This is an optimization exercise on Yosys and OpenROAD, whose aim is small area, not a production implementation. Where RTL was checked, it was by simulation tests only, not by an equivalence proof against the original. Power is estimated from default activity; no workload was simulated.

==> flow/design.v <==
module cpu_mem_stage #(
    parameter int WIDTH = 32,
    parameter int DEPTH = 32
) (
    input  logic             clk,
    input  logic             rst,
    input  logic             in_valid,
    input  logic             stall,
    input  logic [WIDTH-1:0] out_alu,
    input  logic [WIDTH-1:0] rdata2,
    input  logic             is_write_mem,
    input  logic             is_read_mem,
    input  logic [1:0]       mem_size,
    input  logic             is_unsigned,
    input  logic [4:0]       rd_in,
    input  logic             is_write_reg_in,
    output logic             out_valid,
    output logic [WIDTH-1:0] out_wb,
    output logic [WIDTH-1:0] out_memory,
    output logic [4:0]       rd_out,
    output logic             is_write_reg_out,
    output logic             misaligned
);
    localparam int IDX_W = $clog2(DEPTH);
    logic [DEPTH-1:0][31:0] mem;
    logic [DEPTH-1:0]       vld;
    logic                   ld_q;
    logic [IDX_W-1:0] idx;
    logic [1:0]       lane;
    logic             sz_byte;
    logic             sz_half;
    logic             addr_bad;
    logic             active;
    logic             mis;
    logic             ld_op;
    logic             store_en;
    logic             load_en;
    logic [31:0]      rd_word;
    logic [7:0]       byte_sel;
    logic [15:0]      half_sel;
    logic [31:0]      load_ext;
    logic [31:0]      load_data;
    logic [3:0]       wr_be;
    logic [31:0]      wr_data;
    logic [WIDTH-1:0] wb_next;
    assign idx     = out_alu[IDX_W+1:2];
    assign lane    = out_alu[1:0];
    assign sz_byte = (mem_size == 2'b00);
    assign sz_half = (mem_size == 2'b01);
    assign addr_bad = (sz_half & lane[0]) | (~sz_byte & ~sz_half & (lane != 2'b00));
    assign active   = in_valid & ~stall;
    assign mis      = active & (is_write_mem | is_read_mem) & addr_bad;
    assign ld_op    = is_read_mem & ~is_write_mem;
    assign store_en = active & is_write_mem & ~addr_bad;
    assign load_en  = in_valid & ld_op & ~addr_bad;
    localparam int NGRP = (DEPTH + 2) / 3;
    logic [3*NGRP-1:0]            rsel;
    logic [3*NGRP-1:0][31:0]      rmem;
    logic [31:0][NGRP-1:0]        rgrp_n;
    always_comb begin
        rsel = '0;
        rmem = '0;
        for (int w = 0; w < DEPTH; w++) begin
            rsel[w] = (idx == w[IDX_W-1:0]) & vld[w];
            rmem[w] = mem[w];
        end
    end
    for (genvar i = 0; i < 32; i++) begin : g_rbit
        for (genvar g = 0; g < NGRP; g++) begin : g_grp
            cms_aoi222 u_aoi (
                .a0(rsel[3*g]),   .b0(rmem[3*g][i]),
                .a1(rsel[3*g+1]), .b1(rmem[3*g+1][i]),
                .a2(rsel[3*g+2]), .b2(rmem[3*g+2][i]),
                .y (rgrp_n[i][g])
            );
        end
        assign rd_word[i] = ~&rgrp_n[i];
    end
    always_comb begin
        case (lane)
            2'd0:    byte_sel = rd_word[7:0];
            2'd1:    byte_sel = rd_word[15:8];
            2'd2:    byte_sel = rd_word[23:16];
            default: byte_sel = rd_word[31:24];
        endcase
        half_sel = lane[1] ? rd_word[31:16] : rd_word[15:0];
        if (sz_byte) begin
            load_ext = {{24{~is_unsigned & byte_sel[7]}}, byte_sel};
        end else if (sz_half) begin
            load_ext = {{16{~is_unsigned & half_sel[15]}}, half_sel};
        end else begin
            load_ext = rd_word;
        end
    end
    assign load_data = load_ext & {32{load_en}};
    assign wb_next   = load_data | (out_alu & {WIDTH{in_valid & ~ld_op}});
    always_comb begin
        wr_be   = 4'b1111;
        wr_data = rdata2;
        if (sz_byte) begin
            wr_be   = 4'b0001 << lane;
            wr_data = {4{rdata2[7:0]}};
        end else if (sz_half) begin
            wr_be   = lane[1] ? 4'b1100 : 4'b0011;
            wr_data = {2{rdata2[15:0]}};
        end
        for (int b = 0; b < 4; b++) begin
            if (!wr_be[b]) wr_data[8*b +: 8] = rd_word[8*b +: 8];
        end
    end
    logic [DEPTH-1:0]           wen;
    logic [DEPTH-1:0]           whold;
    logic [DEPTH-1:0][31:0]     mem_d;
    always_comb begin
        for (int w = 0; w < DEPTH; w++) begin
            wen[w]   = store_en & (idx == w[IDX_W-1:0]);
            whold[w] = ~wen[w];
        end
    end
    for (genvar w = 0; w < DEPTH; w++) begin : g_ww
        for (genvar i = 0; i < 32; i++) begin : g_wb
            cms_ao22 u_ao (
                .a0(wen[w]),   .b0(wr_data[i]),
                .a1(whold[w]), .b1(mem[w][i]),
                .y (mem_d[w][i])
            );
        end
    end
    always_ff @(posedge clk) begin
        mem <= mem_d;
    end
    always_ff @(posedge clk or posedge rst) begin
        if (rst) begin
            vld <= '0;
        end else if (store_en) begin
            vld[idx] <= 1'b1;
        end
    end
    always_ff @(posedge clk or posedge rst) begin
        if (rst) begin
            out_valid        <= 1'b0;
            out_wb           <= '0;
            ld_q             <= 1'b0;
            rd_out           <= 5'd0;
            is_write_reg_out <= 1'b0;
            misaligned       <= 1'b0;
        end else if (!stall) begin
            out_valid        <= in_valid;
            out_wb           <= wb_next;
            ld_q             <= load_en;
            rd_out           <= rd_in;
            is_write_reg_out <= in_valid & is_write_reg_in & ~mis;
            misaligned       <= mis;
        end
    end
    assign out_memory = out_wb & {WIDTH{ld_q}};
endmodule
module cms_aoi222 (
    input  logic a0, b0, a1, b1, a2, b2,
    output logic y
);
    assign y = ~((a0 & b0) | (a1 & b1) | (a2 & b2));
endmodule
module cms_ao22 (
    input  logic a0, b0, a1, b1,
    output logic y
);
    assign y = (a0 & b0) | (a1 & b1);
endmodule
clock: 7.0 ns
lec_check: 0
cap_margin: 20
core_margin: 2
core_utilization: 50
cts_buf_list: sky130_fd_sc_hd__clkbuf_4 sky130_fd_sc_hd__clkbuf_8
gpl_timing_driven: 0
slew_margin: 20
synth_hierarchical: 1
synth_minimum_keep_size: 0
run.sh (not shown) runs the stock make flow with config.mk's settings and CLKGATE_MAP_FILE= SYNTH_SCRIPT=/design/flow/synth_recipe.tcl, a recipe that flattens the netlist after the stock synthesis.
Next try:
--- a/flow/config.mk
+++ b/flow/config.mk
@@ -8,7 +8,5 @@
 export CAP_MARGIN = 20
 export CORE_MARGIN = 2
-export CORE_UTILIZATION = 50
-export CTS_BUF_LIST = sky130_fd_sc_hd__clkbuf_4 sky130_fd_sc_hd__clkbuf_8
-export GPL_TIMING_DRIVEN = 0
+export CORE_UTILIZATION = 60
 export SLEW_MARGIN = 20
 export SYNTH_HIERARCHICAL = 1
Outcome: Setup slack improves by 740 ps. Routed wire length shrinks by 4.3%. Power went down by 2.8%. First-iteration DRC count increases by 15%. Core utilization grows by 9.0 points. Sequential share of layout area grows by 2.4 points. Hold slack is about the same. Flip-flop and latch count is unchanged. Via count goes up by 1.4%.


Setup of run C:
Another version of the RTL of cpu_mem_stage (not shown whole).
Size in the first run: ~3100 cells after synthesis, about 1100 flip-flops, roughly 150 I/O pins, roughly 38000 um^2 of cells after synthesis.
clock: 7.0 ns
lec_check: 0
cap_margin: 20
core_margin: 2
core_utilization: 55
slew_margin: 20
synth_hierarchical: 1
synth_minimum_keep_size: 0
standard.sh (not shown) runs the stock make flow with config.mk's settings and CLKGATE_MAP_FILE= SYNTH_SCRIPT=/design/flow/synth_recipe.tcl, a recipe that flattens the netlist after the stock synthesis.
==> flow/flow/run.sh <==
#!/bin/bash
# The standard ORFS flow (standard.sh), with two changes:
#  - the port buffers are the smallest buffer, sky130_fd_sc_hd__buf_1;
#  - clock tree synthesis uses clkbuf_16, clusters up to 26 sinks per leaf
#    buffer and adds no dummy loads.
# ORFS writes each step's full log under orfs/logs/; make's own output goes to
# flow_make.log in this folder.
set -euo pipefail
export BUFFER_PORTS_ARGS="-buffer_cell sky130_fd_sc_hd__buf_1"
export CTS_ARGS="-sink_clustering_enable -repair_clock_nets -dont_use_dummy_load -buf_list sky130_fd_sc_hd__clkbuf_16 -sink_clustering_size 26 -sink_clustering_max_diameter 70"
bash standard.sh finish > flow_make.log 2>&1
The following lists how run P was set up differently from run C:
==> flow/flow/run.sh <==
#!/bin/bash
# The standard ORFS flow (standard.sh), with two changes:
#  - the port buffers are the smallest buffer, sky130_fd_sc_hd__buf_1;
#  - clock tree synthesis uses clkbuf_8, clusters up to 16 sinks per leaf
#    buffer and adds no dummy loads.
# ORFS writes each step's full log under orfs/logs/; make's own output goes to
# flow_make.log in this folder.
set -euo pipefail
export BUFFER_PORTS_ARGS="-buffer_cell sky130_fd_sc_hd__buf_1"
export CTS_ARGS="-sink_clustering_enable -repair_clock_nets -dont_use_dummy_load -buf_list sky130_fd_sc_hd__clkbuf_8 -sink_clustering_size 16 -sink_clustering_max_diameter 50"
bash standard.sh finish > flow_make.log 2>&1
==> comparison <==
Run C has a lower met2 global-route usage than run P.
Taking run C as the reference, in run P total net switching power increased by 0.070 mW relative to the old numbers; number of violations reported at the end of detailed-routing iteration 0 grew by 280; final non-filler cell total went up; cell area after layout stayed essentially flat; final-layout worst hold slack shrank by 0.0046 ns.
Going from run C to run P, overall power grew slightly.
Reported for run C and run P, number of setup violations in the final report turned out identical to the last digit.
The run showing the greater via count is run P.
[run P] global-route usage rose 0.34 points relative to run C


Another version of the RTL of cpu_mem_stage (not shown whole).
Size in the first run: about 2600 cells after synthesis, roughly 1100 flip-flops, roughly 150 I/O pins, roughly 43000 µm² of cells after synthesis.
// cpu_mem_stage
module cpu_mem_stage #(
    parameter int WIDTH = 32,
    parameter int DEPTH = 32
) (
    input  logic             clk,
    input  logic             rst,
    input  logic             in_valid,
    input  logic             stall,
    input  logic [WIDTH-1:0] out_alu,
    input  logic [WIDTH-1:0] rdata2,
    input  logic             is_write_mem,
    input  logic             is_read_mem,
    input  logic [1:0]       mem_size,
    input  logic             is_unsigned,
    input  logic [4:0]       rd_in,
    input  logic             is_write_reg_in,
    output logic             out_valid,
    output logic [WIDTH-1:0] out_wb,
    output logic [WIDTH-1:0] out_memory,
    output logic [4:0]       rd_out,
    output logic             is_write_reg_out,
    output logic             misaligned
);
    localparam int IDX_W = $clog2(DEPTH);
    logic [DEPTH-1:0][31:0] mem;
    logic [DEPTH-1:0]       vld;
    logic                   ld_q;
    logic [IDX_W-1:0] idx;
    logic [1:0]       lane;
    logic             sz_byte;
    logic             sz_half;
    logic             addr_bad;
    logic             active;
    logic             mis;
    logic             ld_op;
    logic             store_en;
    logic             load_en;
    logic [31:0]      rd_word;
    logic [7:0]       byte_sel;
    logic [15:0]      half_sel;
    logic [31:0]      load_ext;
    logic [3:0]       wr_be;
    logic [31:0]      wr_data;
    logic [WIDTH-1:0] wb_next;
    assign idx     = out_alu[IDX_W+1:2];
    assign lane    = out_alu[1:0];
    assign sz_byte = (mem_size == 2'b00);
    assign sz_half = (mem_size == 2'b01);
  ...
==> flow/config.mk <==
export PLATFORM = sky130hd
export DESIGN_NAME = cpu_mem_stage
export DESIGN_NICKNAME = cpu_mem_stage
export VERILOG_FILES = /design/flow/design.v
export SDC_FILE = /design/flow/constraint.sdc
export NUM_CORES = 4
export LEC_CHECK = 0
export CAP_MARGIN = 20
export CORE_MARGIN = 2
export CORE_UTILIZATION = 40
export SLEW_MARGIN = 20
==> flow/constraint.sdc <==
create_clock -name core_clock -period 7.0 [get_ports {clk}]
set_input_delay 1.4000 -clock core_clock [delete_from_list [all_inputs] [get_ports {clk}]]
set_output_delay 1.4000 -clock core_clock [all_outputs]
set_load 0.01 [all_outputs]
run.sh (not shown) runs the stock make flow with config.mk's settings and CLKGATE_MAP_FILE= SYNTH_SCRIPT=/design/flow/synth_recipe.tcl, a recipe that flattens the netlist after the stock synthesis.
Stock flow here: none of the scripts above is used.
The baseline ran to the end with no violations.
Edit:
CORE_UTILIZATION = 65   (was 40)
Effect: Core utilization is higher by 30 points. Total power climbs by 0.74%. Die area goes down by 38%. Clock skew is about the same.
Function was not checked in any run of this note: the RTL went through the layout flow alone.

## re-timing with driven ports
The results above use ideal ports. As a check the final layouts listed here were re-extracted and re-timed, cells and wires unchanged. Step 1: set_driving_cell puts a clkbuf_16 on clk and a buf_2 on each other input, an assumption about the parent block. Step 2 times the ports against the registers' clock, not the clock port: input delays grow and output delays shrink by t, the midpoint of the rising clock arrivals with the driver on. Three values: ideal, step 1, step 2; two values: the first two.
run	t, ns	setup slack, ns	hold slack, ns	slew at the worst register clock pin (ns)
the first run of note 1	0.902	0.483 / 0.518 / -0.384	0.460 / 0.460 / 0.460	0.07 / 0.07
the second run of note 1	0.734	1.218 / 1.226 / 0.492	0.461 / 0.461 / 0.461	0.07 / 0.07
run C	0.695	1.688 / 1.665 / 0.970	0.474 / 0.474 / 0.474	0.10 / 0.10
run P	0.770	1.773 / 1.741 / 0.971	0.470 / 0.470 / 0.470	0.10 / 0.10
the first run of note 3	0.766	1.312 / 1.354 / 0.588	0.488 / 0.488 / 0.488	0.07 / 0.07
the second run of note 3	0.753	0.648 / 0.682 / -0.071	0.494 / 0.494 / 0.494	0.07 / 0.07
Met with ideal ports but missed after step 2: setup timing in the first run of note 1 and the second run of note 3. For the first run of note 1, which loses most, drivers alone change the setup slack by +0.035 ns; drivers and shift together by -0.867 ns.
